Background: an optimization exercise with open tools, aiming at small area, a short achievable clock period and few clock cycles per item. Do not read the settings as production practice. Only simulation tests tie the RTL to the original design; equivalence was not proved.

red:
// instr_exec_seq
module instr_exec_seq
#(
  parameter int DIV_EN = 1
) (
  input  logic         clk,
  input  logic         reset_n,
  input  logic         start,
  input  instr_register_pkg::address_t     start_addr,
  input  logic [5:0]   count,
  output instr_register_pkg::address_t     read_pointer,
  input  instr_register_pkg::instruction_t instruction_word,
  output logic         busy,
  output logic         done,
  output logic         res_valid,
  input  logic         res_ready,
  output instr_register_pkg::address_t     res_addr,
  output instr_register_pkg::opcode_t      res_opcode,
  output instr_register_pkg::result_t      res_value,
  output logic         res_err
);
  localparam logic [3:0] LAST_DIV = 4'd9;    
  localparam logic [3:0] LAST_MUL = 4'd4;    
  logic [2:0]  cap_opc;
  logic [31:0] cap_a;       
  logic        sa_q;        
  logic [31:0] cap_b;
  logic        cap_ok;      
  logic [5:0]  to_issue;    
  logic        it;          
  ...
==> flow/config.mk <==
export PLATFORM = sky130hd
export DESIGN_NAME = instr_exec_seq
export DESIGN_NICKNAME = instr_exec_seq
export VERILOG_FILES = /design/flow/design.v
export SDC_FILE = /design/flow/constraint.sdc
export NUM_CORES = 8
export LEC_CHECK = 0
export ABC_AREA = 1
export CAP_MARGIN = 20
export CORE_MARGIN = 2
export CORE_UTILIZATION = 50
export PLACE_DENSITY = 0.8
export SLEW_MARGIN = 20
==> flow/constraint.sdc <==
create_clock -name core_clock -period 240.0 [get_ports {clk}]
set_input_delay 48.0000 -clock core_clock [delete_from_list [all_inputs] [get_ports {clk}]]
set_output_delay 48.0000 -clock core_clock [all_outputs]
set_load 0.01 [all_outputs]
standard.sh (not shown) runs the stock make flow with config.mk's settings and CLKGATE_MAP_FILE= SYNTH_SCRIPT=/design/flow/synth_recipe.tcl, a recipe that flattens the netlist after the stock synthesis.
==> flow/flow/run.sh <==
#!/bin/bash
set -euo pipefail
bash standard.sh "BUFFER_PORTS_ARGS=-buffer_cell sky130_fd_sc_hd__buf_1" finish > flow_make.log 2>&1
red: done, clean on timing, DRC and antenna
Testbench counts of red, summed over its fixed seeds: cycles 17,563, items 6,353.
> inputs changed (red -> blue)
- a change of PLACE_DENSITY from 0.8 to 0.65
- a deleted ABC_AREA that had been 1
--- outcome ---
Going from red to blue, the register-to-register slack was found to have gone down by 0.04 ns. Changes observed in blue relative to red: hold slack dropped 0.035 ns, number of top-level pins about even, final instance area increased 5.5%, count of TritonRoute iterations in the first routing pass down 3. blue has layout clock buffer count below what red had. On mux share of post-synthesis cell area: between red and blue, it ends up higher for blue.
--- input diff blue..green ---
- an added CTS_CLUSTER_SIZE of 70
- an added CTS_CLUSTER_DIAMETER of 200
- an added ABC_AREA of 1
### Flow results
Re global-route usage: green is 1.8 points up on blue. Against blue, post-detailed-routing wire length in green came out better. Diff green and blue: sequential fraction of total cell area higher in green. Min detailed-routing wirelength on met1 across green and blue: green. Via count was lower in green than in blue. green went all the way through the flow, and no timing, DRC or antenna check failed. Minimum clock period: green worse than blue. Diff blue -> green | worst hold path cell count | increase of 1. Worst setup slack is higher on blue.
## Diff of input files: orange against green
- clearing CTS_CLUSTER_DIAMETER, which used to be 200
- swapping 0.65 for 0.55 in PLACE_DENSITY
- clearing CTS_CLUSTER_SIZE, which used to be 70
Results
- orange finished end to end and its layout was clean on timing, DRC and antenna.
- Critical path launch point: w[36] -> green, w[35] -> orange
- Taking green as the reference point, the routed wirelength normalized by instance count of orange falls by about 2%.
- In terms of post-route clock period utilization, orange and green differ only marginally.

========
Another version of the RTL of instr_exec_seq (not shown whole).
Size: about 2200 cells after synthesis, about 230 I/O pins.
==> flow/design.v (excerpt) <==
module instr_exec_seq
#(
  parameter int DIV_EN = 1
) (
  input  logic         clk,
  input  logic         reset_n,
  input  logic         start,
  input  instr_register_pkg::address_t     start_addr,
  input  logic [5:0]   count,
  output instr_register_pkg::address_t     read_pointer,
  input  instr_register_pkg::instruction_t instruction_word,
  output logic         busy,
  output logic         done,
  output logic         res_valid,
  input  logic         res_ready,
  output instr_register_pkg::address_t     res_addr,
  output instr_register_pkg::opcode_t      res_opcode,
  output instr_register_pkg::result_t      res_value,
  output logic         res_err
);
clock: 240.0 ns
lec_check: 0
abc_area: 1
cap_margin: 20
core_margin: 2
core_utilization: 50
place_density: 0.65
slew_margin: 20
Scripts as last shown in full above: flow/flow/run.sh
Testbench counts at the start, summed over its fixed seeds: cycles 17,563, items 6,353.
Edit:
ABC_AREA = unset   (was 1)
CORE_UTILIZATION = 70   (was 50)
PLACE_DENSITY = 0.8   (was 0.65)
The changed run completed without violations.
Sequential cell count is unchanged.
Synthesized cell count goes down by roughly a tenth.
Final area goes up slightly.
Sequential share of layout area goes down by 0.40 points.
Worst setup slack loses 0.20 ns.
Utilization increases by 22 points.
Critical path depth rose by 5.
Area after synthesis rose by a few percent.
Non-clock buffer count rose by 9.

========
instr_exec_seq, a different RTL version from the one above (not shown whole).
Size: ~1900 cells after synthesis, ~180 flip-flops.
==> flow/design.v (excerpt) <==
module instr_exec_seq
#(
  parameter int DIV_EN = 1
) (
  input  logic         clk,
  input  logic         reset_n,
  input  logic         start,
  input  instr_register_pkg::address_t     start_addr,
  input  logic [5:0]   count,
  output instr_register_pkg::address_t     read_pointer,
  input  instr_register_pkg::instruction_t instruction_word,
  output logic         busy,
  output logic         done,
  output logic         res_valid,
  input  logic         res_ready,
  output instr_register_pkg::address_t     res_addr,
  output instr_register_pkg::opcode_t      res_opcode,
  output instr_register_pkg::result_t      res_value,
  output logic         res_err
);
==> flow/config.mk <==
export PLATFORM = sky130hd
export DESIGN_NAME = instr_exec_seq
export DESIGN_NICKNAME = instr_exec_seq
export VERILOG_FILES = /design/flow/design.v
export SDC_FILE = /design/flow/constraint.sdc
export NUM_CORES = 8
export LEC_CHECK = 0
export CAP_MARGIN = 20
export CORE_MARGIN = 2
export CORE_UTILIZATION = 50
export CTS_BUF_LIST = sky130_fd_sc_hd__clkbuf_4 sky130_fd_sc_hd__clkbuf_8
export PLACE_DENSITY = 0.65
export SLEW_MARGIN = 85
==> flow/constraint.sdc <==
create_clock -name core_clock -period 240.0 [get_ports {clk}]
set_input_delay 48.0000 -clock core_clock [delete_from_list [all_inputs] [get_ports {clk}]]
set_output_delay 48.0000 -clock core_clock [all_outputs]
set_load 0.01 [all_outputs]
Scripts as last shown in full above: flow/flow/run.sh
The starting point ran to the end with no violations.
Testbench counts at the start, summed over its fixed seeds: cycles 20,591, items 6,353.
==> next run, changes <==
SLEW_MARGIN = 20   (was 85)
Fmax hardly moves.
Worst hold slack hardly moves.
Synthesized cell count is unchanged.
Routed wire length decreases by roughly a tenth.
Cell count goes down by roughly a tenth.
Design area shrinks by about a fifth.

========
RTL: one of the versions met above, not the one the previous note started from.
Size in the first run: about 2200 cells after synthesis, roughly 16000 sq um of cells after synthesis.
==> flow/design.v (excerpt) <==
module instr_exec_seq
#(
  parameter int DIV_EN = 1
) (
  input  logic         clk,
  input  logic         reset_n,
  input  logic         start,
  input  instr_register_pkg::address_t     start_addr,
  input  logic [5:0]   count,
  output instr_register_pkg::address_t     read_pointer,
  input  instr_register_pkg::instruction_t instruction_word,
  output logic         busy,
  output logic         done,
  output logic         res_valid,
  input  logic         res_ready,
  output instr_register_pkg::address_t     res_addr,
  output instr_register_pkg::opcode_t      res_opcode,
  output instr_register_pkg::result_t      res_value,
  output logic         res_err
);
  localparam logic [3:0] LAST_DIV = 4'd9;    
  localparam logic [3:0] LAST_MUL = 4'd4;    
  logic [2:0]  cap_opc;
  logic [31:0] cap_a;       
  logic        sa_q;        
  logic [31:0] cap_b;
  logic        cap_ok;      
  logic [5:0]  to_issue;    
  logic        it;          
  logic        post;        
  logic [3:0]  cnt;
  logic [3:0]  ext;         
  logic        bprev;       
  logic [63:0] w;
  logic [4:0]  rp;
  logic        busy_q, rv, rv_c;
  logic [1:0]  rv_g;        
  logic unused_res;
  assign unused_res = ^instruction_word.res;
  assign read_pointer = rp;
  assign res_value    = w;
  logic c_pa, c_pb, c_add, c_sub, c_mul, c_dm, c_isdiv, c_mod;
  logic sa, sb;
  assign c_pa    = (cap_opc == 3'd1);
  assign c_pb    = (cap_opc == 3'd2);
  assign c_add   = (cap_opc == 3'd3);
  assign c_sub   = (cap_opc == 3'd4);
  assign c_mul   = (cap_opc == 3'd5);
  assign c_dm    = cap_opc[2] & cap_opc[1];
  assign c_isdiv = ~cap_opc[0];
  assign c_mod   = c_dm & cap_opc[0];
  assign sa      = cap_a[31];
  assign sb      = cap_b[31];
  logic [31:0] ma, mb;
  logic [32:0] ta, tb;
  assign ma = cap_a ^ {32{sa}};
  assign mb = cap_b ^ {32{sb}};
  assign ta[32] = 1'b0;
  assign tb[32] = 1'b0;
  genvar gi;
  generate
    for (gi = 31; gi >= 0; gi = gi - 1) begin : g_len
      assign ta[gi] = ta[gi+1] | ma[gi];
  ...
clock: 240.0 ns
lec_check: 0
abc_area: 1
cap_margin: 20
core_margin: 2
core_utilization: 50
place_density: 0.65
slew_margin: 20
Scripts as last shown in full above: flow/flow/run.sh
Testbench counts at the start, summed over its fixed seeds: cycles 17,563, items 6,353.
Edit:
- CTS_CLUSTER_DIAMETER: default -> 200
- CTS_CLUSTER_SIZE: default -> 40
Result:
- The changed run went through all stages and came out clean
- fmax stays the same
- synthesized cell count stays the same
- area after synthesis is unchanged
- critical path depth stays the same

## what the ideal ports hide
The flow's constraints put no driver on any port. The routed layouts listed below were extracted and timed again, unchanged, in two steps. Step 1 assumes that a clkbuf_16 drives the clock port and a buf_2 every other input. Step 2, shift: input delay + t, output delay - t, t = (earliest + latest rising clock arrival at the registers) / 2. This alone moves slack from input paths to output paths. Slacks: no drivers / after step 1 / after step 2; pairs: no drivers / after step 1.
run | shift t [ns] | setup WS [ns] | slew at the worst register clock pin (ns) | worst slew at a driven data input, ns
red | 0.516 | 190.425 / 190.454 / 189.938 | 0.09 / 0.09 | 0.05
blue | 0.508 | 190.533 / 190.478 / 190.318 | 0.09 / 0.09 | 0.04
green | 0.527 | 190.493 / 190.442 / 190.285 | 0.08 / 0.08 | 0.05
orange | 0.526 | 190.473 / 190.414 / 190.428 | 0.09 / 0.09 | 0.04
the first run of note 2 | 0.518 | 190.578 / 190.521 / 190.326 | 0.09 / 0.09 | 0.05
the second run of note 2 | 0.502 | 190.378 / 190.330 / 189.898 | 0.10 / 0.10 | 0.06
the first run of note 3 | 0.563 | 189.943 / 189.977 / 189.414 | 0.12 / 0.12 | 0.04
the second run of note 3 | 0.559 | 189.998 / 190.033 / 189.473 | 0.11 / 0.11 | 0.04
the first run of note 4 | 0.527 | 190.493 / 190.442 / 190.285 | 0.08 / 0.08 | 0.05
the second run of note 4 | 0.527 | 190.493 / 190.442 / 190.285 | 0.08 / 0.08 | 0.05
After both steps every run listed still meets setup and hold. For the first run of note 3, which loses most, drivers alone change the setup slack by +0.034 ns; drivers and shift together by -0.529 ns.
